From an optimization exercise on the open Yosys and OpenROAD flow, aimed at small area and a short achievable clock period; shortcuts taken in it are not production practice. At most, simulation tests tie the RTL to the original design; equivalence was not proved. For runs 5 and 6, only the layout was checked, not whether the RTL still works. No activity file was given, so power comes from the tool's default toggle rates.

===== flow/design.v =====
package pr_pkg;
  typedef enum logic [1:0] {
    IDLE  = 2'd0,
    RUN   = 2'd1,
    DRAIN = 2'd2,
    DONE  = 2'd3
  } feeder_state_e;
  localparam int DDR_LINE_BYTES = 64;
  localparam int BEATS_PER_READ = 2;
  localparam int ICAP_W         = 32;
  localparam int DDR_BEAT_W     = 256;
  localparam int WORDS_PER_BEAT = DDR_BEAT_W / ICAP_W;
  function automatic logic [ICAP_W-1:0] bit_rev_bytes(input logic [ICAP_W-1:0] w);
    for (int b = 0; b < ICAP_W / 8; b++) begin
      for (int i = 0; i < 8; i++) begin
        bit_rev_bytes[8*b+i] = w[8*b+7-i];
      end
    end
  endfunction
endpackage
module icap_bitstream_feeder #(
  parameter int FIFO_DEPTH = 8,
  parameter int NUM_W      = 21,
  parameter int BIT_SWAP   = 1
) (
  input  logic                  clk,
  input  logic                  rst,
  input  logic                  i_start,
  input  logic [NUM_W-1:0]      i_num_reads,
  input  logic                  i_abort,
  output logic                  o_ddr_rd,
  input  logic [pr_pkg::DDR_BEAT_W-1:0] i_ddr_data,
  input  logic                  i_ddr_rd_data_valid,
  input  logic                  i_ddr_rd_done,
  output logic                  o_config_buff_full,
  input  logic                  i_icap_hold,
  output logic                  o_icap_csib,
  output logic                  o_icap_rdwrb,
  output logic [pr_pkg::ICAP_W-1:0]     o_icap_data,
  output logic                  o_busy,
  output logic                  o_done,
  output logic                  o_err_ovf,
  output logic [1:0]            o_dbg_state
);
  localparam int NROW  = FIFO_DEPTH + 1;
  localparam int NWORD = pr_pkg::WORDS_PER_BEAT;
  localparam int W     = pr_pkg::ICAP_W;
  localparam int BW    = pr_pkg::DDR_BEAT_W;
  logic [FIFO_DEPTH-1:0] occ_q, occ_d;
  logic [1:0]            state_q, state_d;
  logic [NUM_W-1:0]      rem_q, rem_d;
  logic                  err_ovf_q, err_ovf_d;
  logic [NROW-1:0]       head_q, head_d;
  logic [NROW-1:0]       wr_q, wr_d;
  logic                  ser_vld_q, ser_vld_d;
  logic [NWORD-1:0]      idx_q, idx_d;
  logic [NROW-1:0]       rd_row_q, rd_row_d;
  logic [NWORD-1:0]      rd_idx_d;
  localparam int RGRP  = 3;
  localparam int NGRP  = (NROW + RGRP - 1) / RGRP;
  logic [NGRP-1:0][NWORD-1:0] rd_sel_q, rd_sel_d;
  logic [W-1:0]          word_q, word_d;
  logic [NROW-1:0]       we_q, we_d, keep_q;
  logic [BW-1:0]         mem_q [NROW];
  logic                  vld_o_d;
  logic                  run_q, busy_q, done_q, bfull_q, vld_o_q;
  logic                  nbusy_q;
  logic [1:0]            nstate_q;
  logic [1:0]            st;
  logic                  rem1_q, rem1_d;
  logic [NUM_W-1:0]      rem_dec;
  logic run, drain, busy;
  logic flush, push_req, do_push, fifo_empty, fifo_full;
  logic consume, last_word, ser_load, head_free;
  logic [W-1:0] raw_word;
  assign st         = ~nstate_q;
  assign run        = (st == 2'd1);
  assign drain      = (st == 2'd2);
  assign busy       = ~nbusy_q;
  assign flush      = i_abort;
  assign fifo_empty = ~occ_q[0];
  assign fifo_full  = occ_q[FIFO_DEPTH-1];
  assign push_req   = i_ddr_rd_data_valid & busy & ~i_abort;
  assign do_push    = push_req & ~fifo_full;
  assign consume    = ser_vld_q & ~i_icap_hold;
  assign last_word  = idx_q[NWORD-1];
  assign head_free  = consume & last_word;
  assign ser_load   = ~fifo_empty & (~ser_vld_q | head_free) & ~flush;
  always_comb begin
    for (int i = 0; i < NUM_W; i++)
      rem_dec[i] = rem_q[i] ^ ~|(rem_q & NUM_W'((64'd1 << i) - 1));
  end
  always_comb begin
    state_d   = st;
    rem_d     = rem_q;
    err_ovf_d = err_ovf_q;
    rem1_d    = rem1_q;
    case (st)
      2'd0: begin
        if (i_start) begin
          err_ovf_d = 1'b0;
          rem_d     = i_num_reads;
          rem1_d    = (i_num_reads == NUM_W'(1));
          state_d   = (i_num_reads != '0) ? 2'd1 : 2'd3;
        end
      end
      2'd1: begin
        if (i_ddr_rd_done) begin
          rem_d  = rem_dec;
          rem1_d = (rem_q == NUM_W'(2));
          if (rem1_q) state_d = 2'd2;
        end
      end
      2'd2: begin
        if (fifo_empty && !ser_vld_q && !push_req) state_d = 2'd3;
      end
      default: state_d = 2'd0;
    endcase
    if (push_req && fifo_full) err_ovf_d = 1'b1;
    if (i_abort) state_d = 2'd0;
  end
  always_comb begin
    occ_d     = occ_q;
    ser_vld_d = ser_vld_q;
    idx_d     = idx_q;
    head_d    = head_q;
    wr_d      = wr_q;
    if (do_push) wr_d = {wr_q[NROW-2:0], wr_q[NROW-1]};
    if (head_free) head_d = {head_q[NROW-2:0], head_q[NROW-1]};
    case ({do_push, ser_load})
      2'b10:   occ_d = {occ_q[FIFO_DEPTH-2:0], 1'b1};
      2'b01:   occ_d = {1'b0, occ_q[FIFO_DEPTH-1:1]};
      default: occ_d = occ_q;
    endcase
    if (ser_load) begin
      ser_vld_d = 1'b1;
      idx_d     = NWORD'(1);
    end else if (consume) begin
      idx_d = {idx_q[NWORD-2:0], idx_q[NWORD-1]};
      if (last_word) ser_vld_d = 1'b0;
    end
    if (flush) begin
      occ_d     = '0;
      ser_vld_d = 1'b0;
      idx_d     = NWORD'(1);
      head_d    = NROW'(1);
      wr_d      = NROW'(1);
    end
  end
  logic [NROW-1:0]  head_rot, head_go, wr_sel, blk_hold, blk_go;
  logic             vld_go;
  logic             hold_all;
  logic [NROW-1:0]  rd_row_adv;
  logic [NGRP-1:0][NWORD-1:0] rd_sel_adv, rd_sel_init;
  assign head_rot = {head_q[NROW-2:0], head_q[NROW-1]};
  assign vld_go   = (~fifo_empty & (~ser_vld_q | last_word)) | (ser_vld_q & ~last_word);
  assign head_go  = (ser_vld_q & last_word) ? head_rot : head_q;
  assign hold_all = ser_vld_q & i_icap_hold;
  assign vld_o_d  = ~flush & (i_icap_hold ? (ser_vld_q | ~fifo_empty) : vld_go);
  always_comb begin
    if (!ser_vld_q) begin
      rd_row_adv = head_q;
      rd_idx_d   = fifo_empty ? NWORD'(1) : NWORD'(2);
    end else if (!last_word) begin
      rd_row_adv = idx_q[NWORD-2] ? head_rot : head_q;
      rd_idx_d   = {idx_q[NWORD-3:0], idx_q[NWORD-1:NWORD-2]};
    end else begin
      rd_row_adv = head_rot;
      rd_idx_d   = fifo_empty ? NWORD'(1) : NWORD'(2);
    end
    for (int g = 0; g < NGRP; g++) begin
      rd_sel_adv[g]  = '0;
      rd_sel_init[g] = (g == 0) ? NWORD'(1) : '0;
      for (int i = 0; i < RGRP; i++)
        if (g*RGRP + i < NROW && rd_row_adv[g*RGRP + i]) rd_sel_adv[g] = rd_idx_d;
    end
  end
  assign rd_row_d = flush ? NROW'(1) : hold_all ? rd_row_q : rd_row_adv;
  assign rd_sel_d = flush ? rd_sel_init : hold_all ? rd_sel_q : rd_sel_adv;
  always_ff @(posedge clk or posedge rst) begin
    if (rst) begin
      state_q   <= 2'd0;
      err_ovf_q <= 1'b0;
      head_q    <= NROW'(1);
      wr_q      <= NROW'(1);
      occ_q     <= '0;
      ser_vld_q <= 1'b0;
      idx_q     <= NWORD'(1);
      run_q     <= 1'b0;
      busy_q    <= 1'b0;
      done_q    <= 1'b0;
      bfull_q   <= 1'b0;
      vld_o_q   <= 1'b0;
      nbusy_q   <= 1'b1;
      nstate_q  <= 2'b11;
    end else begin
      state_q   <= state_d;
      err_ovf_q <= err_ovf_d;
      head_q    <= head_d;
      wr_q      <= wr_d;
      occ_q     <= occ_d;
      ser_vld_q <= ser_vld_d;
      idx_q     <= idx_d;
      run_q     <= (state_d == 2'd1);
      busy_q    <= (state_d == 2'd1) | (state_d == 2'd2);
      done_q    <= (state_d == 2'd3);
      bfull_q   <= occ_d[FIFO_DEPTH-2];
      vld_o_q   <= vld_o_d;
      nbusy_q   <= ~((state_d == 2'd1) | (state_d == 2'd2));
      nstate_q  <= ~state_d;
    end
  end
  always_ff @(posedge clk) begin
    rem_q    <= rem_d;
    rem1_q   <= rem1_d;
    rd_row_q <= rd_row_d;
    rd_sel_q <= rd_sel_d;
  end
  assign wr_sel   = (i_ddr_rd_data_valid & busy & ~fifo_full) ? {wr_q[NROW-2:0], wr_q[NROW-1]} : wr_q;
  assign blk_hold = head_q & {NROW{ser_vld_q | ~fifo_empty}};
  assign blk_go   = head_go & {NROW{vld_go}};
  assign we_d     = flush ? NROW'(1) : wr_sel & ~(i_icap_hold ? blk_hold : blk_go);
  always_ff @(posedge clk) begin
    we_q   <= we_d;
    keep_q <= ~we_d;
  end
  for (genvar r = 0; r < NROW; r++) begin : g_row
    always_ff @(posedge clk) begin
      mem_q[r] <= (i_ddr_data & {BW{we_q[r]}}) | (mem_q[r] & {BW{keep_q[r]}});
    end
  end
  logic [NROW-1:0][W-1:0] row_word;
  for (genvar r = 0; r < NROW; r++) begin : g_rd
    always_comb begin
      row_word[r] = '0;
      for (int k = 0; k < NWORD; k++)
        row_word[r] = row_word[r] | ({W{rd_sel_q[r/RGRP][k]}} & mem_q[r][W*k +: W]);
    end
  end
  always_comb begin
    raw_word = '0;
    for (int r = 0; r < NROW; r++) raw_word = raw_word | ({W{rd_row_q[r]}} & row_word[r]);
  end
  logic word_keep, word_load;
  assign word_keep = vld_o_q & i_icap_hold;
  assign word_load = ~ser_vld_q | ~i_icap_hold;
  assign word_d = (raw_word & {W{word_load}}) | (word_q & {W{word_keep}});
  always_ff @(posedge clk) begin
    word_q <= word_d;
  end
  assign o_icap_data        = (BIT_SWAP != 0) ? pr_pkg::bit_rev_bytes(word_q) : word_q;
  assign o_icap_csib        = ~(vld_o_q & ~i_icap_hold);
  assign o_icap_rdwrb       = 1'b0;
  assign o_ddr_rd           = run_q;
  assign o_config_buff_full = bfull_q;
  assign o_busy             = busy_q;
  assign o_done             = done_q;
  assign o_err_ovf          = err_ovf_q;
  assign o_dbg_state        = state_q;
endmodule

===== flow/flow/run.sh =====
#!/bin/bash
# The standard ORFS layout, with two changes:
#  - ports are buffered with the smallest buffer (repair upsizes where timing needs it)
#    instead of the delay buffer buffer_ports picks on its own;
#  - the clock tree uses larger sink clusters of clkbuf_16 leaves and no dummy loads.
set -euo pipefail
export BUFFER_PORTS_ARGS="-buffer_cell sky130_fd_sc_hd__buf_1"
export CTS_ARGS="-sink_clustering_enable -repair_clock_nets -sink_clustering_size 30 -sink_clustering_max_diameter 65 -buf_list {sky130_fd_sc_hd__clkbuf_8 sky130_fd_sc_hd__clkbuf_16} -dont_use_dummy_load"
bash standard.sh synth > synth.log 2>&1
bash standard.sh floorplan > floorplan.log 2>&1
bash standard.sh place > place.log 2>&1
bash standard.sh cts > cts.log 2>&1
bash standard.sh finish > finish.log 2>&1

===== flow/constraint.sdc =====
create_clock -name core_clock -period 3.8 [get_ports {clk}]
set_input_delay 0.7600 -clock core_clock [delete_from_list [all_inputs] [get_ports {clk}]]
set_output_delay 0.7600 -clock core_clock [all_outputs]
set_load 0.01 [all_outputs]

===== flow/config.mk =====
export PLATFORM = sky130hd
export DESIGN_NAME = icap_bitstream_feeder
export DESIGN_NICKNAME = icap_bitstream_feeder
export VERILOG_FILES = /design/flow/design.v
export SDC_FILE = /design/flow/constraint.sdc
export NUM_CORES = 4
export LEC_CHECK = 0
export CAP_MARGIN = 20
export CORE_MARGIN = 2
export CORE_UTILIZATION = 55
export PLACE_DENSITY = 0.68
export SETUP_SLACK_MARGIN = 1.7
export SLEW_MARGIN = 20

===== flow/standard.sh =====
#!/bin/bash
# synth_recipe.tcl (not shown) runs the flow's synth.tcl, then flattens the netlist and writes it again
# the make line also repeats each setting of config.mk as NAME=value (left out here)
make -C /OpenROAD-flow-scripts/flow DESIGN_CONFIG=/design/flow/config.mk WORK_HOME=/design/flow/orfs CLKGATE_MAP_FILE= SYNTH_SCRIPT=/design/flow/synth_recipe.tcl "${@:-finish}"

==> results.toml, run 1 <==
[cts]
cts.path.max_buffers = 3
ctsHoldBuffers = 0
path_clk_slew_ns = 0.10
clock_latency_ns = 0.81
tritoncts = "yes"
numCtsBuffers = 141
root_buffer = "clkbuf_16"
htree_levels = 4
cts.sinks = 2454

[timing]
fin_crit_sh_pct = 55.6
fin_skew_ns = 0.0646
hold_viol = 0
final_max_slew_viol_count = 0
tightestPinTransition_ns = 1.27
setup_tns_ns = 0
min_period_ns = 2.11
slew_headroom_pct = 15.5
finalSetupViolations = 0
fmax_ghz = 0.474
rsz0062_at_grt = "true"

[cells_and_area]
drive_gt1_share_pct = 6.93
mostFrequentLayoutCells = "dfxtp_1, a22o_1, a22oi_1, nand4_1, buf_1"
fin_util_pct = 59.4
final_common_cell = "dfxtp_1"
final_nets = 7809
syn2layout_area_growth_pct = 7.22

[worst_setup_path]
critPathCaptureType = "register"
start_kind = "register"
critPathSlowestCell = "dfxtp_4"
cp.arrival_ns = 2.77
r2r.worst_path.cells = 6
r2r_slack_ns = 1.69
max_stage_delay_ns = 0.53
cp_top_family = "compound AO/OA/AOI/OAI gates"
worstPathCellList = "buf_6, a22oi_1, nand4_1, a222oi_1, a2bb2oi_1, o21ai_1"
path_buf_inv = 1
critical_path_class = "register to register"
r2r_start = "rd_sel_q[7]"
required_ns = 4.46
r2r_end = "word_q[25]"
critPathMaxFanout = 21

[drt]
drc_errors = 0
wl_per_cell_um = 34.4
first_pass_iters = 8
drt_iter0_drc = 10265
ant_nets = 0
drt-total-wl_mm = 333
vias = 73174
avgViaCountPerCell = 7.55

[logic_synthesis]
synthCells = 7929
ys_async_sr_fraction_pct = 1.83
synthFlopType = "dfxtp_1"
ys_seq_area_share_pct = 55.7
synth_cell_types = 52
synth_area_mm2 = 0.0889
syn-num-nets = 8223
yosys_warnings = 2
synth_edf_count = 22
avgSynthCellArea_um2 = 11.2
ys_ff_latch = 2454

[grt]
grt_usage_pct = 38.3
grt_overflow_total = 0
grt_max_degree = 145
grt_pass1_wl_mm = 473
antenna_found_initial = 51
grt_pass1_vias = 67476

[floorplanning]
dieArea_mm2 = 0.165
fp.dieH_um = 406
die_w_um = 406
rows = 147
initial_core_util_pct = 55.4
ios = 325
core_mm2 = 0.161

[power]
irDropWorstVdd_mv = 0.458
power.density_mw_per_mm2 = 536
leakagePower_nw = 35.9

[placement]
port_buffers = 323
gp_congestion = 0.850
post-dp-hpwl_mm = 175

[status]
status = "finished clean"

[hold_path]
hold_class = "input pin to asynchronous set/reset pin"

[flow_run]
max-cap-violations = 0
[how the worst max path moves through the flow]
| stage | from | endpoint | slack, ns | cells past startpoint |
|---|---|---|---|---|
| detailed placement | i_num_reads[8] | busy_q | 1.13 | 8 |
| floorplan | i_icap_hold | occ_q[6] | 1.57 | 10 |
| global placement | i_num_reads[4] | busy_q | 1.19 | 8 |
| CTS | nstate_q[1] | rem_q[20] | 1.57 | 3 |
| finish | rd_sel_q[7] | word_q[25] | 1.69 | 6 |
| global route | ser_vld_q | rd_sel_q[8] | 1.64 | 4 |
[Yosys cell counts (all sizes together), types with 2 or more instances]
library cell  instances  share of area (%)
a211o                 2              0.020
a21oi                25               0.14
a221o                 9               0.10
a221oi                8              0.079
a222oi               32               0.36
a22o               2305                 23
a22oi              1253                 11
a2bb2oi              32               0.32
a311oi                8              0.079
a31oi                 2              0.014
and2                  3              0.021
and3                 32               0.23
buf                 473                2.7
clkbuf              631                2.7
dfrtp                39                1.1
dfstp                 6               0.18
dfxtp              2387                 54
edfxtp               22               0.74
ha                   10               0.14
inv                  32               0.14
nand2               117               0.49
nand2b               15               0.11
nand3                 4              0.023
nand4               289                2.0
nor2                 38               0.16
nor2b                 2              0.014
nor3                 17               0.13
nor4                 10               0.13
o21a                 10              0.084
o21ai                91               0.51
or3                   2              0.014
xnor2                11               0.11
xor2                  3              0.030
[flip-flops by register name (all words and copies together), names as in the netlist, 9 cells and up]
name / count
keep_q: 9
rd_row_q: 9
word_q: 32
wr_q: 9
rem_q: 21
mem_q: 2304
head_q: 9
rd_sel_q: 24
we_q: 9
[kinds of logic (layout without fill, tap and decap cells)]
group                      count (synthesis)  after routing  share of synthesized area (%)
AOI/OAI and AO/OA                       3780           3780                           35.0
xor gates and xnor gates                  14             14                          0.138
adders and majority gates                 10             10                          0.141
buffers and inverters                   1136            720                           5.54
DFF                                     2454           2454                           55.7
muxes                                      1              1                         0.0127
other                                      1             19                        0.00422
and+or+nand+nor                          533            533                           3.40
[what timing repair did]
action	in CTS	in global routing
pin swaps	2	8
buffers inserted	38	45
gates cloned	2	1
gates resized for setup	103	36
endpoints found under the setup margin	125	63
[power by group]
part	total [mW]	switching, mW	leakage, nW	internal [mW]
clock	14.9	8.33	1.74	6.61
combinational	5.03	2.25	13.8	2.78
sequential	31.1	2.01	20.3	29.1
total	51.1	12.6	35.9	38.5
[cell type report]
cell class	count	area, um2
Multi-Input combinational cell	4339	34600
Clock buffer	141	3530
Tap cell	2160	2700
Timing Repair Buffer	547	4540
Sequential cell	2454	49800
Fill cell	13062	65200
Inverter	32	120
Antenna cell	18	45.0
[routing by layer]
layer / up-vias / global-route usage [%] / routed length [um] / share of wire [%]
met5: - / 0 / 443 / 0.13
met4: 72 / 17.0 / 16400 / 4.9
met2: 5306 / 54.1 / 137000 / 41
met1: 36584 / 53.8 / 134000 / 40
li1: 30293 / - / - / -
met3: 919 / 11.5 / 45500 / 14
[stage by stage]
stage	hold slack, ns	instance area (um2)	power [mW]	worst slack [ns]	std cells
6_report	0.173	95400	51.1	1.69	9691
5_1_grt	0.246	95300	52.7	1.64	9678
4_1_cts	0.174	94700	51.0	1.57	9627
3_5_place_dp	0.454	90100	36.4	1.13	9446
3_3_place_gp	0.452	90100	36.2	1.19	9446
2_1_floorplan	0.440	89100	34.8	1.57	7929
==> run 2: changes to the inputs <==
--- a/flow/design.v
+++ b/flow/design.v
@@ -212,5 +212,12 @@
   end
+  always_ff @(posedge clk or posedge rst) begin
+    if (rst) begin
+      rem_q  <= '0;
+      rem1_q <= 1'b0;
+    end else begin
+      rem_q  <= rem_d;
+      rem1_q <= rem1_d;
+    end
+  end
   always_ff @(posedge clk) begin
-    rem_q    <= rem_d;
-    rem1_q   <= rem1_d;
     rd_row_q <= rd_row_d;
==> run 2 against run 1 <==
  * First-iteration DRC count is 2.0% higher
  * Critical path type is now register to output pin
  * Clock power hardly changed
  * Global-route usage is 0.64 points higher
  * Cell area is 0.27% lower
  * Count of clock-buffer cells in the layout is 2 lower
  * Sequential share of layout area hardly changed
  * Setup slack worse by 0.036 ns
  * Power is 0.62% lower
  * Combinational power is 2% lower
==> results.toml, run 2 <==
[drt]
drc_errors = 0
wl_per_cell_um = 34.6
first_pass_iters = 7
drt_iter0_drc = 10474
avgViaCountPerCell = 7.60
vias = 73215
drt-total-wl_mm = 334
ant_nets = 0

[worst_setup_path]
critPathCaptureType = "output pin"
cp.arrival_ns = 1.39
r2r_end = "word_q[22]"
r2r.worst_path.cells = 6
crit_start = "vld_o_q"
required_ns = 3.04
r2r_slack_ns = 1.67
critPathMaxFanout = 2
r2r_start = "rd_sel_q[18]"
critical_path_class = "register to output pin"
start_kind = "register"

[cts]
cts.path.max_buffers = 3
htree_levels = 4
path_clk_slew_ns = 0.08
tritoncts = "yes"
clock_latency_ns = 0.82
cts.sinks = 2454
numCtsBuffers = 139
root_buffer = "clkbuf_16"

[logic_synthesis]
synth_area_mm2 = 0.0883
synth_top_family_by_area = "compound AO/OA/AOI/OAI gates"
synth_compound_area_share_pct = 35.4
yosysTopAreaCellShare_pct = 54.1
ys_ff_latch = 2454
synthXorXnorAreaFrac_pct = 0
synth_cell_types = 63
synth-simple-area-share_pct = 3.41
synthAdderAreaFrac_pct = 0.142
syn-num-nets = 8229
muxShareOfSynthArea_pct = 0.150
synth_common_cells = "dfxtp_1, a22o_1, a22oi_1, clkbuf_1, buf_1"
avgSynthCellArea_um2 = 11.1
synth_top_area_cell = "dfxtp_1"
synthCells = 7935
ys_seq_area_share_pct = 56.0
ys_top_cells_by_area = "dfxtp_1, a22o_1, a22oi_1, clkbuf_1, nand4_1"
synth_edf_count = 0
ys_async_sr_fraction_pct = 2.73
synthFlopType = "dfxtp_1"
synth.most_common_cell = "dfxtp_1"
yosys_warnings = 2

[grt]
grt_pass1_wl_mm = 478
antenna_found_initial = 51
grt_overflow_total = 0
grt_max_degree = 169
grt_pass1_vias = 68556
grt_usage_pct = 38.9

[timing]
fmax_ghz = 0.466
hold_viol = 0
fin_skew_ns = 0.0720
tightestPinTransition_ns = 1.28
min_period_ns = 2.15
finalSetupViolations = 0
fin_crit_sh_pct = 56.5
setup_slack_ns = 1.65
rsz0062_at_grt = "true"
hold_ws_ns = 0.0876
final_max_slew_viol_count = 0
setup_tns_ns = 0
slew_headroom_pct = 14.9

[cells_and_area]
final_nets = 7815
largest_register_ff_count = 2304
multi_input_area_mm2 = 0.0346
final_cell_area_mm2 = 0.0951
drive_gt1_share_pct = 6.90
fillCellCount = 13042
fin_util_pct = 59.4
mostFrequentLayoutCells = "a22o_1, dfxtp_1, a22oi_1, nand4_1, buf_1"
layoutNonFillerInstCount = 9629
regArea_mm2 = 0.0497
largest_register = "mem_q"
syn2layout_area_growth_pct = 7.73
biggestRegsByFlops = "mem_q: 2304 flops, word_q: 32 flops, rd_sel_q: 24 flops"

[floorplanning]
fp.dieH_um = 405
ios = 325
core_mm2 = 0.160
dieArea_mm2 = 0.164
initial_core_util_pct = 55.2
rows = 147
die_w_um = 405

[power]
power.internal_mw = 38.3
power_frac_seq_pct = 61.0
finalPower_mw = 50.8
power_frac_clock_pct = 29.3
irDropWorstVdd_mv = 0.556
leakagePower_nw = 35.9
p_sw_mw = 12.5
p_sw_share_pct = 24.6
power.density_mw_per_mm2 = 534
combPwrFrac_pct = 9.7

[flow_run]
max-cap-violations = 0

[placement]
post-dp-hpwl_mm = 174
dp.cells = 9372
gp_congestion = 0.840
placed_area_mm2 = 0.0899
place_ws_ns = 1.11
port_buffers = 323

[status]
status = "finished clean"

[hold_path]
hold_class = "input pin to asynchronous set/reset pin"
## run 2: layer usage
| layer | GRT usage (%) | share of wire, % |
|---|---|---|
| met2 | 56.2 | 42 |
| met5 | 0 | 0.10 |
| met1 | 53.8 | 39 |
| met4 | 19.7 | 5.9 |
| met3 | 10.1 | 13 |
## run 2: layout make-up
type	instances	share of cell area, %
diodes	24	0.0631
clock buffers	139	3.66
inverters	26	0.122
multi-input cells	4355	36.4
flip-flops and latches	2454	52.3
well taps	2086	2.74
repair buffers	545	4.71
## run 2: logic make-up after synthesis
group	Yosys count
AOI/OAI and AO/OA	3795
adders and majority gates	10
buffers and inverters	1126
DFF	2454
muxes	13
other	1
and+or+nand+nor	536
## run 2: how the worst max path moves through the flow
stage | slack, ns | cells past startpoint | to
6_report | 1.65 | 2 | o_icap_csib
3_3_place_gp | 1.15 | 6 | keep_q[0]
3_5_place_dp | 1.11 | 6 | keep_q[0]
4_1_cts | 1.62 | 2 | o_icap_csib
2_1_floorplan | 1.64 | 10 | occ_q[6]
5_1_grt | 1.61 | 2 | o_icap_csib
## run 2: power groups by stage
stage	combinational, mW	clock (mW)	sequential, mW
finish	4.95	14.9	31.0
global route	5.36	15.8	31.3
CTS	4.89	14.9	30.9
detailed placement	4.82	0	31.4
global placement	4.65	0	31.3
floorplan	3.84	0	30.9
## run 2: critical path, cell delays in order (launching register included)
cell and delay (ns):
dfrtp_1 0.40, nand2_2 0.09, buf_6 0.11
## run 2: repair_timing
action                                  4_1_cts  5_1_grt
pin swaps                                     3        5
setup buffers                                67       23
hold buffers                                  0        0
endpoints found under the setup margin       76       72
resized for setup                           117       18
gates cloned                                  4        0
==> run 3: changes to the inputs <==
--- a/flow/config.mk
+++ b/flow/config.mk
@@ -9,4 +9,4 @@
 export CORE_MARGIN = 2
-export CORE_UTILIZATION = 55
-export PLACE_DENSITY = 0.68
+export CORE_UTILIZATION = 60
+export PLACE_DENSITY = 0.75
 export SETUP_SLACK_MARGIN = 1.7
==> run 3 against run 2 <==
  * Still clean on timing, DRC and antenna
  * Count of clock-buffer cells in the layout shrank 1
  * Fmax grew 1.6%
  * Sequential share of layout area is essentially flat
  * Largest cell class unchanged
==> results.toml, run 3 <==
[cts]
tritoncts = "yes"
htree_levels = 4
cts.path.max_buffers = 3
clock_latency_ns = 0.83
cts.sinks = 2454
path_clk_slew_ns = 0.07
numCtsBuffers = 138
root_buffer = "clkbuf_16"

[cells_and_area]
regArea_mm2 = 0.0497
syn2layout_area_growth_pct = 7.61
largest_register = "mem_q"
final_common_cell = "dfxtp_1"
largest_register_ff_count = 2304
drive_gt1_share_pct = 6.81
biggestRegsByFlops = "mem_q: 2304 flops, word_q: 32 flops, rd_sel_q: 24 flops"
mostFrequentLayoutCells = "dfxtp_1, a22o_1, a22oi_1, nand4_1, buf_1"
multi_input_area_mm2 = 0.0347
final_nets = 7817
fillCellCount = 11108
layoutNonFillerInstCount = 9487

[timing]
setup_slack_ns = 1.69
fmax_ghz = 0.473
fin_crit_sh_pct = 55.6
finalSetupViolations = 0
slew_headroom_pct = 18.0
tightestPinTransition_ns = 1.23
min_period_ns = 2.11
hold_viol = 0
rsz0062_at_grt = "true"
final_max_slew_viol_count = 0
fin_skew_ns = 0.0653
setup_tns_ns = 0

[worst_setup_path]
critPathCaptureType = "output pin"
r2r.worst_path.cells = 6
required_ns = 3.04
worstPathCellList = "nand2_2, buf_6"
start_kind = "register"
critPathMaxFanout = 2
cp.arrival_ns = 1.35
critPathSlowestCell = "dfrtp_1"
max_stage_delay_ns = 0.40
critical_path_class = "register to output pin"

[logic_synthesis]
synth_area_mm2 = 0.0883
synth_top_area_cell = "dfxtp_1"
synthFlopType = "dfxtp_1"
ys_seq_area_share_pct = 56.0
ys_async_sr_fraction_pct = 2.73
synth_common_cells = "dfxtp_1, a22o_1, a22oi_1, clkbuf_1, buf_1"
yosysTopAreaCellShare_pct = 54.1
syn-num-nets = 8229
synth_edf_count = 0
synthCells = 7935
avgSynthCellArea_um2 = 11.1
ys_top_cells_by_area = "dfxtp_1, a22o_1, a22oi_1, clkbuf_1, nand4_1"
synth.most_common_cell = "dfxtp_1"
synth_cell_types = 63
yosys_warnings = 2
ys_ff_latch = 2454

[floorplanning]
initial_core_util_pct = 60.5
die_w_um = 388
fp.dieH_um = 388
dieArea_mm2 = 0.150
rows = 140
core_mm2 = 0.146
ios = 325

[hold_path]
hold_class = "input pin to asynchronous set/reset pin"

[grt]
grt_overflow_total = 0
busiest_layer = "met2"
grt_use_met3_pct = 12.6
grt_pass1_vias = 69196
grt_usage_pct = 41.4
grt_max_degree = 142
met1_usage_pct = 55.0
grt_util_met2_pct = 59.3
antenna_found_initial = 72
grt_pass1_wl_mm = 472

[power]
power_frac_clock_pct = 28.9
irDropWorstVdd_mv = 0.466
p_sw_share_pct = 24.5
power.density_mw_per_mm2 = 533
p_sw_mw = 12.4
combPwrFrac_pct = 9.8
leakagePower_nw = 35.9
power.internal_mw = 38.2
power_frac_seq_pct = 61.3

[drt]
drt_iter0_drc = 11492
wl_per_cell_um = 34.9
drc_errors = 0
first_pass_iters = 8
avgViaCountPerCell = 7.86
vias = 74592
ant_nets = 0
drt-total-wl_mm = 331

[placement]
post-dp-hpwl_mm = 169
place_ws_ns = 1.09
gp_congestion = 0.851
port_buffers = 323
dp.cells = 9206

[flow_run]
max-cap-violations = 0

[status]
status = "finished clean"
run 3: changes by cell type in the layout (fill, tap and decap cells not counted), sizes merged:
cell | previous run | this run
clkinv | 0 | 1
diode | 24 | 49
bufbuf | 4 | 0
inv | 25 | 24
clkbuf | 141 | 139
buf | 539 | 547
run 3: routing by layer:
metal  part of all wire [%]  wire, um
met2                     42    138000
met1                     37    123000
met4                    6.5     21400
met5                   0.13       445
met3                     15     48700
run 3: layout make-up:
type                       count  share of cell area [%]
antenna                       49                   0.129
inverter                      26                   0.121
clock buffer                 138                    3.64
multi-input combinational   4355                    36.5
tap                         1917                    2.52
sequential                  2454                    52.3
timing repair buffer         548                    4.79
run 3: timing repair:
action                                  in CTS  in global routing
endpoints found under the setup margin      94                 61
setup buffers                               39                 55
resized for setup                           98                 20
pin swaps                                    2                  5
hold buffers                                 0                  0
endpoints found under the hold margin        0                  0
run 3: kinds of logic after synthesis:
| family | synth area share (%) |
|---|---|
| compound gates | 35.4 |
| fa+ha+maj | 0.142 |
| buf+inv | 4.86 |
| flops | 56.0 |
| mux | 0.150 |
| other cells | 0.00425 |
| simple gates | 3.41 |
run 3: worst max-delay path: cells and delay by family, from the launching register on:
kind	cells	cell delay (ns)
DFF	1	0.40
buffers and inverters	1	0.10
and+or+nand+nor	1	0.09
run 3: worst paths after layout:
kind,start,end,slack (ns)
worst min register to register,mem_q[5][236],mem_q[5][236],0.47
max in group asynchronous,rst,wr_q[0],2.86
worst min-delay path,rst,rem_q[3],0.10
worst max register to register,rd_sel_q[17],word_q[14],1.69
worst max-delay path,vld_o_q,o_icap_csib,1.69
min in group core_clock,i_num_reads[16],rem_q[16],0.30
run 3: metrics by stage:
stage / instance area (um2) / hold WS, ns / power [mW] / util, %
6_report: 95000 / 0.102 / 50.7 / 65.1
3_3_place_gp: 89700 / 0.452 / 35.9 / 61.4
3_5_place_dp: 89700 / 0.453 / 36.2 / 61.4
2_1_floorplan: 88400 / 0.440 / 34.7 / -
5_1_grt: 94900 / 0.166 / 52.2 / 65.1
4_1_cts: 94100 / 0.111 / 50.4 / 64.5
run 3: power groups by stage:
stage / clock network [mW] / logic (mW) / registers (mW)
2_1_floorplan: 0 / 3.84 / 30.9
3_3_place_gp: 0 / 4.59 / 31.3
3_5_place_dp: 0 / 4.77 / 31.4
4_1_cts: 14.6 / 4.85 / 30.9
5_1_grt: 15.5 / 5.33 / 31.3
6_report: 14.7 / 4.95 / 31.1
==> run 4: changes to the inputs <==
--- a/flow/design.v
+++ b/flow/design.v
@@ -212,12 +212,5 @@
   end
-  always_ff @(posedge clk or posedge rst) begin
-    if (rst) begin
-      rem_q  <= '0;
-      rem1_q <= 1'b0;
-    end else begin
-      rem_q  <= rem_d;
-      rem1_q <= rem1_d;
-    end
-  end
   always_ff @(posedge clk) begin
+    rem_q    <= rem_d;
+    rem1_q   <= rem1_d;
     rd_row_q <= rd_row_d;
--- a/flow/flow/run.sh
+++ b/flow/flow/run.sh
@@ -7,3 +7,3 @@
 export BUFFER_PORTS_ARGS="-buffer_cell sky130_fd_sc_hd__buf_1"
-export CTS_ARGS="-sink_clustering_enable -repair_clock_nets -sink_clustering_size 30 -sink_clustering_max_diameter 65 -buf_list {sky130_fd_sc_hd__clkbuf_8 sky130_fd_sc_hd__clkbuf_16} -dont_use_dummy_load"
+export CTS_ARGS="-sink_clustering_enable -repair_clock_nets -sink_clustering_size 34 -sink_clustering_max_diameter 72 -buf_list {sky130_fd_sc_hd__clkbuf_8 sky130_fd_sc_hd__clkbuf_16} -dont_use_dummy_load"
 bash standard.sh synth > synth.log 2>&1
--- a/flow/config.mk
+++ b/flow/config.mk
@@ -9,4 +9,4 @@
 export CORE_MARGIN = 2
-export CORE_UTILIZATION = 60
-export PLACE_DENSITY = 0.75
+export CORE_UTILIZATION = 55
+export PLACE_DENSITY = 0.68
 export SETUP_SLACK_MARGIN = 1.7
==> run 4 against run 3 <==
  * Die area rose by 9.8%
  * Largest cell class unchanged
  * Combinational power grew 2%
  * Critical path depth is 4 higher
  * Still clean
  * Hold slack improved by 0.066 ns
  * Critical path type is now register to register
==> results.toml, run 4 <==
[cts]
numCtsBuffers = 134
cts.sinks = 2454
htree_levels = 4
cts.path.max_buffers = 3
root_buffer = "clkbuf_16"
clock_latency_ns = 0.83
path_clk_slew_ns = 0.10
tritoncts = "yes"
ctsHoldBuffers = 0

[grt]
antenna_found_initial = 60
grt_overflow_total = 0
grt_pass1_vias = 67565
grt_pass1_wl_mm = 470
grt_usage_pct = 38.0
grt_max_degree = 145

[cells_and_area]
final_nets = 7799
biggestRegsByFlops = "mem_q: 2304 flops, word_q: 32 flops, rd_sel_q: 24 flops"
drive_gt1_share_pct = 6.84
largest_register = "mem_q"
final_common_cell = "dfxtp_1"
largest_register_ff_count = 2304
syn2layout_area_growth_pct = 7.00
mostFrequentLayoutCells = "dfxtp_1, a22o_1, a22oi_1, nand4_1, buf_1"
layoutNonFillerInstCount = 9690

[worst_setup_path]
r2r_slack_ns = 1.69
required_ns = 4.48
cp.arrival_ns = 2.80
critPathCaptureType = "register"
critical_path_class = "register to register"
r2r_start = "rd_sel_q[13]"
critPathMaxFanout = 25
r2r.worst_path.cells = 6
r2r_end = "word_q[25]"
start_kind = "register"

[logic_synthesis]
synth_common_cells = "dfxtp_1, a22o_1, a22oi_1, clkbuf_1, buf_1"
ys_ff_latch = 2454
ys_seq_area_share_pct = 55.7
synth_area_mm2 = 0.0889
synth_cell_types = 52
yosys_warnings = 2
ys_async_sr_fraction_pct = 1.83
syn-num-nets = 8223
yosysTopAreaCellShare_pct = 53.7
synthFlopType = "dfxtp_1"
avgSynthCellArea_um2 = 11.2
synthCells = 7929
synth_edf_count = 22
synth_top_area_cell = "dfxtp_1"
ys_top_cells_by_area = "dfxtp_1, a22o_1, a22oi_1, clkbuf_1, nand4_1"
synth.most_common_cell = "dfxtp_1"

[drt]
drt-total-wl_mm = 333
avgViaCountPerCell = 7.58
wl_per_cell_um = 34.4
drc_errors = 0
drt_iter0_drc = 10774
ant_nets = 0
first_pass_iters = 6
vias = 73446

[floorplanning]
die_w_um = 406
dieArea_mm2 = 0.165
rows = 147
initial_core_util_pct = 55.4
ios = 325
fp.dieH_um = 406
core_mm2 = 0.161

[timing]
tightestPinTransition_ns = 1.26
fin_crit_sh_pct = 55.7
slew_headroom_pct = 15.7
hold_viol = 0
rsz0062_at_grt = "true"
fmax_ghz = 0.473
setup_tns_ns = 0
finalSetupViolations = 0
final_max_slew_viol_count = 0
min_period_ns = 2.11
fin_skew_ns = 0.0798

[status]
status = "finished clean"

[placement]
post-dp-hpwl_mm = 175
dp.cells = 9446
port_buffers = 323
gp_congestion = 0.850

[flow_run]
max-cap-violations = 0

[power]
power.density_mw_per_mm2 = 533
finalPower_mw = 50.7
leakagePower_nw = 35.7
irDropWorstVdd_mv = 0.468

[hold_path]
hold_class = "input pin to asynchronous set/reset pin"
-- run 4: cell count changes after synthesis, sizes merged, moves of 18 or more --
| cell | previous run | this run |
|---|---|---|
| dfrtp | 61 | 39 |
| a21oi | 43 | 25 |
| nor2 | 79 | 38 |
| edfxtp | 0 | 22 |
| o21ai | 71 | 91 |
| nand2 | 82 | 117 |
| clkbuf | 719 | 631 |
| buf | 381 | 473 |
-- run 4: cell type report --
cell class,instances,area (um2)
Antenna cell,27,67.6
Clock buffer,134,3350
Fill cell,13089,65400
Inverter,32,120
Multi-Input combinational cell,4339,34600
Sequential cell,2454,49800
Tap cell,2160,2700
Timing Repair Buffer,544,4490
-- run 4: worst max-delay path, stage by stage, from the launching register on --
cell and delay, ns:
dfxtp_4 0.67, buf_4 0.47, a22oi_1 0.17, nand4_1 0.12, a22oi_1 0.12, and3_1 0.27
o21ai_1 0.14
-- run 4: kinds of logic after synthesis --
family | count (synthesis) | synth area share (%)
AO/OA/AOI/OAI | 3780 | 35.0
flip-flops | 2454 | 55.7
buffers and inverters | 1136 | 5.54
AND/OR/NAND/NOR | 533 | 3.40
XOR/XNOR | 14 | 0.138
adder cells (fa/ha/maj) | 10 | 0.141
other | 1 | 0.00422
multiplexers | 1 | 0.0127
-- run 4: how the worst max path moves through the flow --
stage | start | end | slack (ns) | cells past startpoint
after floorplan | i_icap_hold | occ_q[6] | 1.57 | 10
after global placement | i_num_reads[4] | busy_q | 1.19 | 8
after detailed placement | i_num_reads[8] | busy_q | 1.13 | 8
after CTS | nstate_q[1] | rem_q[2] | 1.57 | 3
after global routing | rem_q[0] | rem_q[20] | 1.65 | 8
final | rd_sel_q[13] | word_q[25] | 1.69 | 6
-- run 4: per-stage QoR --
step | hold WS, ns | utilization, % | worst slack (ns) | area (um2)
floorplan | 0.440 | - | 1.57 | 89100
global placement | 0.452 | 56.1 | 1.19 | 90100
detailed placement | 0.454 | 56.1 | 1.13 | 90100
CTS | 0.169 | 58.8 | 1.57 | 94400
global route | 0.243 | 59.2 | 1.65 | 95100
finish | 0.168 | 59.3 | 1.69 | 95200
-- run 4: power by group --
part	internal (mW)	total (mW)	leakage, nW	switching (mW)
Combinational	2.78	5.04	13.7	2.26
Sequential	29.1	31.1	20.3	2.00
Clock	6.30	14.6	1.65	8.28
-- run 4: routing by layer --
| metal | share of wire [%] | global-route usage, % | wire length (um) | vias up |
|---|---|---|---|---|
| li1 | - | - | - | 30258 |
| met1 | 40 | 52.9 | 133000 | 36755 |
| met2 | 42 | 54.4 | 139000 | 5429 |
| met3 | 14 | 11.6 | 46700 | 932 |
| met4 | 4.3 | 15.9 | 14300 | 72 |
| met5 | 0.14 | 0 | 455 | - |
-- run 4: timing repair --
action / in CTS / in global routing
endpoints found under the setup margin: 124 / 59
cloned: 1 / 2
pin swaps: 2 / 7
buffers inserted: 33 / 47
resized for setup: 107 / 25
==> run 5: changes to the inputs <==
--- a/flow/design.v
+++ b/flow/design.v
@@ -60,3 +60,3 @@
   localparam int NGRP  = (NROW + RGRP - 1) / RGRP;
-  logic [NGRP-1:0][NWORD-1:0] rd_sel_q, rd_sel_d;
+  logic [NGRP-1:0][NWORD-1:0] rd_sel_n_q, rd_sel_d;
   logic [W-1:0]          word_q, word_d;
@@ -178,3 +178,3 @@
   assign rd_row_d = flush ? NROW'(1) : hold_all ? rd_row_q : rd_row_adv;
-  assign rd_sel_d = flush ? rd_sel_init : hold_all ? rd_sel_q : rd_sel_adv;
+  assign rd_sel_d = flush ? rd_sel_init : hold_all ? ~rd_sel_n_q : rd_sel_adv;
   always_ff @(posedge clk or posedge rst) begin
@@ -212,7 +212,14 @@
   end
+  always_ff @(posedge clk or posedge rst) begin
+    if (rst) begin
+      rem_q  <= '0;
+      rem1_q <= 1'b0;
+    end else begin
+      rem_q  <= rem_d;
+      rem1_q <= rem1_d;
+    end
+  end
   always_ff @(posedge clk) begin
-    rem_q    <= rem_d;
-    rem1_q   <= rem1_d;
     rd_row_q <= rd_row_d;
-    rd_sel_q <= rd_sel_d;
+    rd_sel_n_q <= ~rd_sel_d;
   end
@@ -234,5 +241,5 @@
     always_comb begin
-      row_word[r] = '0;
+      row_word[r] = '1;
       for (int k = 0; k < NWORD; k++)
-        row_word[r] = row_word[r] | ({W{rd_sel_q[r/RGRP][k]}} & mem_q[r][W*k +: W]);
+        row_word[r] = row_word[r] & ({W{rd_sel_n_q[r/RGRP][k]}} | mem_q[r][W*k +: W]);
     end
--- a/flow/flow/run.sh
+++ b/flow/flow/run.sh
@@ -7,3 +7,3 @@
 export BUFFER_PORTS_ARGS="-buffer_cell sky130_fd_sc_hd__buf_1"
-export CTS_ARGS="-sink_clustering_enable -repair_clock_nets -sink_clustering_size 34 -sink_clustering_max_diameter 72 -buf_list {sky130_fd_sc_hd__clkbuf_8 sky130_fd_sc_hd__clkbuf_16} -dont_use_dummy_load"
+export CTS_ARGS="-sink_clustering_enable -repair_clock_nets -sink_clustering_size 30 -sink_clustering_max_diameter 65 -buf_list {sky130_fd_sc_hd__clkbuf_8 sky130_fd_sc_hd__clkbuf_16} -dont_use_dummy_load"
 bash standard.sh synth > synth.log 2>&1
==> run 5 against run 4 <==
  * Power fell by 5.7%
  * Area after synthesis is 1.6% lower
  * Synthesized cell count grew 3.4%
  * Highest routed layer unchanged
  * Sequential share of layout area about the same
  * Critical path type unchanged
  * Hold slack better by 0.13 ns
  * Largest power group unchanged
  * Register-to-register slack got worse by 0.36 ns
  * Setup slack worse by 0.36 ns
  * Core utilization rose by 0.75 points
==> results.toml, run 5 <==
[cells_and_area]
largest_register = "mem_q"
final_nets = 8132
syn2layout_area_growth_pct = 8.49
fillCellCount = 12883
multi_input_area_mm2 = 0.0340
largest_register_ff_count = 2304
final_common_cell = "a22o_1"
regArea_mm2 = 0.0497
drive_gt1_share_pct = 7.48
final_cell_area_mm2 = 0.0949
mostFrequentLayoutCells = "a22o_1, dfxtp_1, o22ai_1, nor2_1, buf_1"
biggestRegsByFlops = "mem_q: 2304 flops, word_q: 32 flops, rd_sel_n_q: 24 flops"

[timing]
min_period_ns = 2.47
fmax_ghz = 0.405
final_max_slew_viol_count = 0
tightestPinTransition_ns = 1.30
slew_headroom_pct = 13.6
finalSetupViolations = 0
hold_viol = 0
setup_tns_ns = 0
fin_crit_sh_pct = 65.0
setup_slack_ns = 1.33
rsz0062_at_grt = "true"
hold_ws_ns = 0.298
fin_skew_ns = 0.0649

[power]
power.density_mw_per_mm2 = 504
power.internal_mw = 36.5
p_sw_share_pct = 23.8
leakagePower_nw = 38.3
power_frac_clock_pct = 30.6
combPwrFrac_pct = 7.5
irDropWorstVdd_mv = 0.489
p_sw_mw = 11.4
finalPower_mw = 47.9
power_frac_seq_pct = 61.9

[grt]
antenna_found_initial = 52
grt_usage_pct = 38.5
grt_pass1_vias = 68442
grt_pass1_wl_mm = 471
grt_overflow_total = 0
grt_max_degree = 153

[logic_synthesis]
ys_top_cells_by_area = "dfxtp_1, a22o_1, o22ai_1, clkbuf_1, o211ai_1"
synth_edf_count = 0
yosys_warnings = 2
synth_cell_types = 56
ys_ff_latch = 2454
synthCells = 8199
ys_async_sr_fraction_pct = 2.73
yosysTopAreaCellShare_pct = 54.6
syn-num-nets = 8493
synth_common_cells = "dfxtp_1, a22o_1, o22ai_1, clkbuf_1, buf_1"
synth.most_common_cell = "dfxtp_1"
synthFlopType = "dfxtp_1"
ys_seq_area_share_pct = 56.5
synth_area_mm2 = 0.0875
synth_top_area_cell = "dfxtp_1"
avgSynthCellArea_um2 = 10.7

[flow_run]
max-cap-violations = 0

[cts]
cts.sinks = 2454
numCtsBuffers = 136
clock_latency_ns = 0.81
root_buffer = "clkbuf_16"
path_clk_slew_ns = 0.07
htree_levels = 4
tritoncts = "yes"
cts.path.max_buffers = 3

[worst_setup_path]
r2r.worst_path.cells = 9
start_kind = "register"
critPathMaxFanout = 4
required_ns = 4.44
critical_path_class = "register to register"
critPathCaptureType = "register"
r2r_slack_ns = 1.33
cp.arrival_ns = 3.11
r2r_end = "rem_q[16]"
r2r_start = "rem_q[4]"

[drt]
avgViaCountPerCell = 7.43
wl_per_cell_um = 33.3
drt_iter0_drc = 9836
drc_errors = 0
vias = 73856
first_pass_iters = 7
ant_nets = 0
drt-total-wl_mm = 331

[hold_path]
min_path_cells = 3
hold_start = "i_num_reads[11]"
min_to = "rem_q[11]"
hold_class = "input pin to register"

[floorplanning]
rows = 146
die_w_um = 403
initial_core_util_pct = 55.3
ios = 325
dieArea_mm2 = 0.162
core_mm2 = 0.158
fp.dieH_um = 403

[placement]
port_buffers = 323
place_ws_ns = 1.05
gp_congestion = 0.852
placed_area_mm2 = 0.0894
post-dp-hpwl_mm = 176

[status]
status = "finished clean"
## run 5: changes by cell type in the layout (fill, tap and decap cells not counted), moves of 37 or more
| cell | change |
|---|---|
| o22ai_1 | +887 |
| nor4_1 | +247 |
| o21ai_0 | +63 |
| nor2_1 | +326 |
| nand4_1 | -255 |
| o211ai_1 | +250 |
| o21ai_1 | -37 |
| a22oi_1 | -1251 |
## run 5: logic make-up (layout without fill, tap and decap cells)
kind of cell / after synthesis / after routing / synth area share [%]
buf+inv: 1133 / 770 / 4.90
flops: 2454 / 2454 / 56.5
compound gates: 3658 / 3658 / 33.0
mux: 11 / 11 / 0.129
other cells: 1 / 33 / 0.00428
fa+ha+maj: 10 / 10 / 0.143
simple gates: 932 / 932 / 5.34
## run 5: layer usage
layer,up-vias,global-route usage (%),share of wire (%)
met1,36588,54.2,40
met3,954,10.6,14
li1,31001,-,-
met4,60,17.1,4.8
met2,5253,54.9,42
met5,-,0,0.11
## run 5: stage by stage
stage | util [%] | std cells
floorplan | - | 8199
global placement | 56.5 | 9647
detailed placement | 56.5 | 9647
CTS | 59.6 | 9883
global route | 60.0 | 9916
finish | 60.0 | 9940
## run 5: cell type report
type	instances	area share, %
sequential	2454	52.4
multi-input combinational	4612	35.8
timing repair buffer	600	5.29
clock buffer	136	3.58
tap	2072	2.73
inverter	34	0.141
antenna	32	0.0843
## run 5: how the worst max path moves through the flow
stage	from	end	slack, ns
6_report	rem_q[4]	rem_q[16]	1.33
4_1_cts	rem_q[0]	rem_q[16]	1.33
3_3_place_gp	rem_q[0]	rem_q[16]	1.01
2_1_floorplan	rem_q[0]	rem_q[16]	1.35
5_1_grt	rem_q[4]	rem_q[16]	1.24
3_5_place_dp	rem_q[0]	rem_q[16]	1.05
## run 5: repair_timing
item                                   CTS  global route
setup endpoints to repair               97            56
endpoints found under the hold margin   12             0
pin swaps                                9             5
hold buffers                             1             0
gates resized for setup                105            49
buffers inserted                        98            21
gates cloned                             1             4
## run 5: power by group through the flow
stage                     logic (mW)  registers (mW)  clock network [mW]
after detailed placement        3.46            30.1                   0
after global routing            3.86            29.8                15.6
final                           3.60            29.6                14.6
after floorplan                 2.70            29.7                   0
after CTS                       3.53            29.5                14.7
after global placement          3.34            30.0                   0
## run 5: worst max-delay path, cell delays in order, from the launching register on
cell,delay (ns)
dfrtp_1,0.40
or4_4,0.56
or4_4,0.53
nor3_4,0.15
nand2_2,0.10
nor2_4,0.12
ha_4,0.13
nor2_1,0.04
a211oi_1,0.24
a21oi_1,0.07
==> run 6: changes to the inputs <==
--- a/flow/design.v
+++ b/flow/design.v
@@ -56,7 +56,4 @@
   logic [NWORD-1:0]      idx_q, idx_d;
-  logic [NROW-1:0]       rd_row_q, rd_row_d;
   logic [NWORD-1:0]      rd_idx_d;
-  localparam int RGRP  = 3;
-  localparam int NGRP  = (NROW + RGRP - 1) / RGRP;
-  logic [NGRP-1:0][NWORD-1:0] rd_sel_n_q, rd_sel_d;
+  logic [NROW-1:0][NWORD-1:0] rd_sel_q, rd_sel_d;
   logic [W-1:0]          word_q, word_d;
@@ -153,3 +150,3 @@
   logic [NROW-1:0]  rd_row_adv;
-  logic [NGRP-1:0][NWORD-1:0] rd_sel_adv, rd_sel_init;
+  logic [NROW-1:0][NWORD-1:0] rd_sel_adv, rd_sel_init;
   assign head_rot = {head_q[NROW-2:0], head_q[NROW-1]};
@@ -170,11 +167,8 @@
     end
-    for (int g = 0; g < NGRP; g++) begin
-      rd_sel_adv[g]  = '0;
-      rd_sel_init[g] = (g == 0) ? NWORD'(1) : '0;
-      for (int i = 0; i < RGRP; i++)
-        if (g*RGRP + i < NROW && rd_row_adv[g*RGRP + i]) rd_sel_adv[g] = rd_idx_d;
-    end
-  end
-  assign rd_row_d = flush ? NROW'(1) : hold_all ? rd_row_q : rd_row_adv;
-  assign rd_sel_d = flush ? rd_sel_init : hold_all ? ~rd_sel_n_q : rd_sel_adv;
+    for (int r = 0; r < NROW; r++) begin
+      rd_sel_adv[r]  = rd_row_adv[r] ? rd_idx_d : '0;
+      rd_sel_init[r] = (r == 0) ? NWORD'(1) : '0;
+    end
+  end
+  assign rd_sel_d = flush ? rd_sel_init : hold_all ? rd_sel_q : rd_sel_adv;
   always_ff @(posedge clk or posedge rst) begin
@@ -212,14 +206,6 @@
   end
-  always_ff @(posedge clk or posedge rst) begin
-    if (rst) begin
-      rem_q  <= '0;
-      rem1_q <= 1'b0;
-    end else begin
-      rem_q  <= rem_d;
-      rem1_q <= rem1_d;
-    end
-  end
   always_ff @(posedge clk) begin
-    rd_row_q <= rd_row_d;
-    rd_sel_n_q <= ~rd_sel_d;
+    rem_q    <= rem_d;
+    rem1_q   <= rem1_d;
+    rd_sel_q <= rd_sel_d;
   end
@@ -241,5 +227,5 @@
     always_comb begin
-      row_word[r] = '1;
+      row_word[r] = '0;
       for (int k = 0; k < NWORD; k++)
-        row_word[r] = row_word[r] & ({W{rd_sel_n_q[r/RGRP][k]}} | mem_q[r][W*k +: W]);
+        row_word[r] = row_word[r] | ({W{rd_sel_q[r][k]}} & mem_q[r][W*k +: W]);
     end
@@ -248,3 +234,3 @@
     raw_word = '0;
-    for (int r = 0; r < NROW; r++) raw_word = raw_word | ({W{rd_row_q[r]}} & row_word[r]);
+    for (int r = 0; r < NROW; r++) raw_word = raw_word | row_word[r];
   end
--- a/flow/config.mk
+++ b/flow/config.mk
@@ -9,5 +9,5 @@
 export CORE_MARGIN = 2
-export CORE_UTILIZATION = 55
-export PLACE_DENSITY = 0.68
-export SETUP_SLACK_MARGIN = 1.7
+export CORE_UTILIZATION = 50
+export PLACE_DENSITY = 0.62
+export SETUP_SLACK_MARGIN = 1.55
 export SLEW_MARGIN = 20
==> run 6 against run 5 <==
  * Still clean
  * Die area increased by 11%
  * Via count increased by 11%
  * Non-clock buffer count increased by 89
  * First-iteration DRC count increased by 56%
  * Clock power increased by 5%
  * Cell count increased by 0.66%
  * Register-to-register slack improved by 0.11 ns
  * Sequential cell count increased by 39
  * Power increased by 6.3%
  * Wire length increased by 37%
  * Largest power group unchanged
==> results.toml, run 6 <==
[logic_synthesis]
yosys_warnings = 2
avgSynthCellArea_um2 = 11.4
synth_edf_count = 22
synth_top_area_cell = "dfxtp_1"
ys_top_cells_by_area = "dfxtp_1, a22o_1, a221oi_1, clkbuf_1, a22oi_1"
synth_common_cells = "a22o_1, dfxtp_1, clkbuf_1, a221oi_1, buf_1"
ys_seq_area_share_pct = 56.8
synthCells = 7749
synth_cell_types = 58
synth_area_mm2 = 0.0886
ys_async_sr_fraction_pct = 1.81
ys_ff_latch = 2493
yosysTopAreaCellShare_pct = 54.8
syn-num-nets = 8043
synthFlopType = "dfxtp_1"
synth.most_common_cell = "a22o_1"

[worst_setup_path]
max_stage_delay_ns = 0.64
worstPathCellList = "buf_4, a221oi_1, nand4_1, o21ai_0, nand3_1"
critPathSlowestCell = "dfxtp_4"
critPathMaxFanout = 25
critical_path_class = "register to register"
r2r_slack_ns = 1.44
cp.arrival_ns = 3.10
crit_start = "rd_sel_q[28]"
critPathCaptureType = "register"
r2r_start = "rd_sel_q[28]"
start_kind = "register"
cp_top_family = "compound AO/OA/AOI/OAI gates"
required_ns = 4.54
path_buf_inv = 1

[drt]
wl_per_cell_um = 45.4
drt-total-wl_mm = 454
avgViaCountPerCell = 8.20
ant_nets = 0
drt_iter0_drc = 15352
first_pass_iters = 9
drc_errors = 0
vias = 82053

[cells_and_area]
final_nets = 7847
biggestRegsByFlops = "mem_q: 2304 flops, rd_sel_q: 72 flops, word_q: 32 flops"
largest_register_ff_count = 2304
syn2layout_area_growth_pct = 10.3
mostFrequentLayoutCells = "a22o_1, dfxtp_1, a221oi_1, buf_1, a22oi_1"
largest_register = "mem_q"
final_common_cell = "a22o_1"
fillCellCount = 14878
drive_gt1_share_pct = 8.57

[flow_run]
max-cap-violations = 0

[timing]
slew_headroom_pct = 14.3
fin_skew_ns = 0.0646
fin_crit_sh_pct = 62.2
tightestPinTransition_ns = 1.29
fmax_ghz = 0.423
setup_slack_ns = 1.44
finalSetupViolations = 0
min_period_ns = 2.36
rsz0062_at_grt = "true"
setup_tns_ns = 0
hold_viol = 0
final_max_slew_viol_count = 0

[cts]
ctsHoldBuffers = 0
path_clk_slew_ns = 0.11
numCtsBuffers = 140
cts.sinks = 2493
clock_latency_ns = 0.83
htree_levels = 4
tritoncts = "yes"
cts.path.max_buffers = 3
root_buffer = "clkbuf_16"

[power]
power.density_mw_per_mm2 = 520
irDropWorstVdd_mv = 0.483
leakagePower_nw = 37.6

[placement]
gp_congestion = 0.873
port_buffers = 323
post-dp-hpwl_mm = 220
place_ws_ns = 1.08

[status]
status = "finished clean"

[grt]
grt_pass1_vias = 73270
grt_max_degree = 102
grt_overflow_total = 0
antenna_found_initial = 82
grt_usage_pct = 46.7
grt_pass1_wl_mm = 601

[floorplanning]
dieArea_mm2 = 0.181
initial_core_util_pct = 50.3
die_w_um = 425
rows = 154
fp.dieH_um = 425
core_mm2 = 0.176
ios = 325

[hold_path]
hold_class = "input pin to asynchronous set/reset pin"
run 6: changes by cell type after synthesis, moves of 250 or more:
cell and change:
nor4_1 -252, a221oi_1 +439, a22o_1 +439, nor2_1 -333, o211ai_1 -250, a22oi_1 +273
o22ai_1 -886
run 6: repair_timing:
| action | in CTS | in global routing |
|---|---|---|
| buffers inserted | 43 | 121 |
| endpoints found under the setup margin | 36 | 43 |
| resized for setup | 12 | 18 |
| gates cloned | 0 | 0 |
run 6: final cells by class:
cell class,count,area (um2),area share [%]
clock buffer,140,3500,3.58
sequential,2493,50700,51.9
multi-input combinational,4207,34300,35.1
tap,2340,2930,2.99
antenna,115,288,0.294
timing repair buffer,689,5930,6.07
inverter,22,82.6,0.0845
run 6: final timing paths:
check | to | cells after the start
min in group core_clock | rem_q[4] | 3
max in group asynchronous | occ_q[2] | 3
worst max register to register | word_q[25] | 5
worst min register to register | mem_q[3][226] | 1
worst max-delay path | word_q[25] | 5
worst min-delay path | occ_q[6] | 3
run 6: stage by stage:
stage	instance area, um2	hold slack, ns	total power [mW]	std cells	utilization, %
3_5_place_dp	91600	0.454	35.7	9587	52.0
2_1_floorplan	88700	0.440	34.3	7749	-
6_report	97800	0.0351	50.9	10006	55.5
4_1_cts	95900	0.0222	50.4	9770	54.5
5_1_grt	97500	0.0743	52.0	9914	55.4
3_3_place_gp	91600	0.452	35.6	9587	52.0
run 6: worst register-to-register path, delay by kind of cell (launching register included):
kind / cells / cell delay, ns
and+or+nand+nor: 2 / 0.30
buffers and inverters: 1 / 0.45
AOI/OAI and AO/OA: 2 / 0.88
DFF: 1 / 0.64
run 6: layer usage:
| layer | share of wire [%] | up-vias | global-route usage [%] |
|---|---|---|---|
| met5 | 0.096 | - | 0 |
| met4 | 8.8 | 48 | 33.2 |
| met3 | 17 | 2146 | 17.7 |
| met2 | 39 | 8782 | 63.3 |
| met1 | 35 | 40707 | 60.4 |
| li1 | - | 30370 | - |
run 6: kinds of logic (layout without fill, tap and decap cells):
group	Yosys count	after routing	synth area share, %
AO/OA/AOI/OAI	3688	3688	35.4
XOR/XNOR	14	14	0.138
adder cells (fa/ha/maj)	10	10	0.141
buffers and inverters	1049	851	4.60
flip-flops	2493	2493	56.8
multiplexers	13	13	0.152
other	1	116	0.00423
AND/OR/NAND/NOR	481	481	2.76
run 6: power by group:
group | internal, mW | switching (mW) | leakage (nW)
clock network | 6.58 | 8.80 | 1.73
logic | 2.37 | 1.99 | 15.2
registers | 29.2 | 1.93 | 20.7

## re-timing with driven ports
The results above use ideal ports. As a check the final layouts listed here were re-extracted and re-timed, cells and wires unchanged.
Step 1 assumes that a clkbuf_16 drives the clock port and a buf_2 every other input.
Step 2 times the ports against the registers' clock, not the clock port: input delays grow and output delays shrink by t, the midpoint of the rising clock arrivals with the driver on.
a / b / c = ideal ports / drivers / drivers and shift; a / b = the first two.
| run | shift t [ns] | setup WS [ns] | hold slack, ns | worst setup path at the end | worst register clock-pin slew, ns | pins driven straight from the clock port |
|---|---|---|---|---|---|---|
| run 1 | 0.856 | 1.689 / 1.635 / 1.237 | 0.173 / 0.108 / 0.470 | input to register | 0.11 / 0.11 | 1 |
| run 2 | 0.872 | 1.652 / 1.567 / 1.115 | 0.088 / 0.024 / 0.473 | input to register | 0.12 / 0.12 | 1 |
| run 3 | 0.873 | 1.686 / 1.599 / 1.183 | 0.102 / 0.036 / 0.475 | input to register | 0.11 / 0.11 | 1 |
| run 4 | 0.877 | 1.685 / 1.619 / 1.219 | 0.168 / 0.104 / 0.474 | input to register | 0.12 / 0.12 | 1 |
| run 5 | 0.876 | 1.329 / 1.329 / 1.072 | 0.298 / 0.233 / 0.454 | input to register | 0.11 / 0.11 | 1 |
| run 6 | 0.912 | 1.438 / 1.438 / 1.046 | 0.035 / -0.041 / 0.472 | input to register | 0.12 / 0.12 | 1 |
After both steps every run listed still meets setup and hold. The setup slack of run 2, which loses most, moves by -0.085 ns with the drivers and by -0.537 ns with both steps.
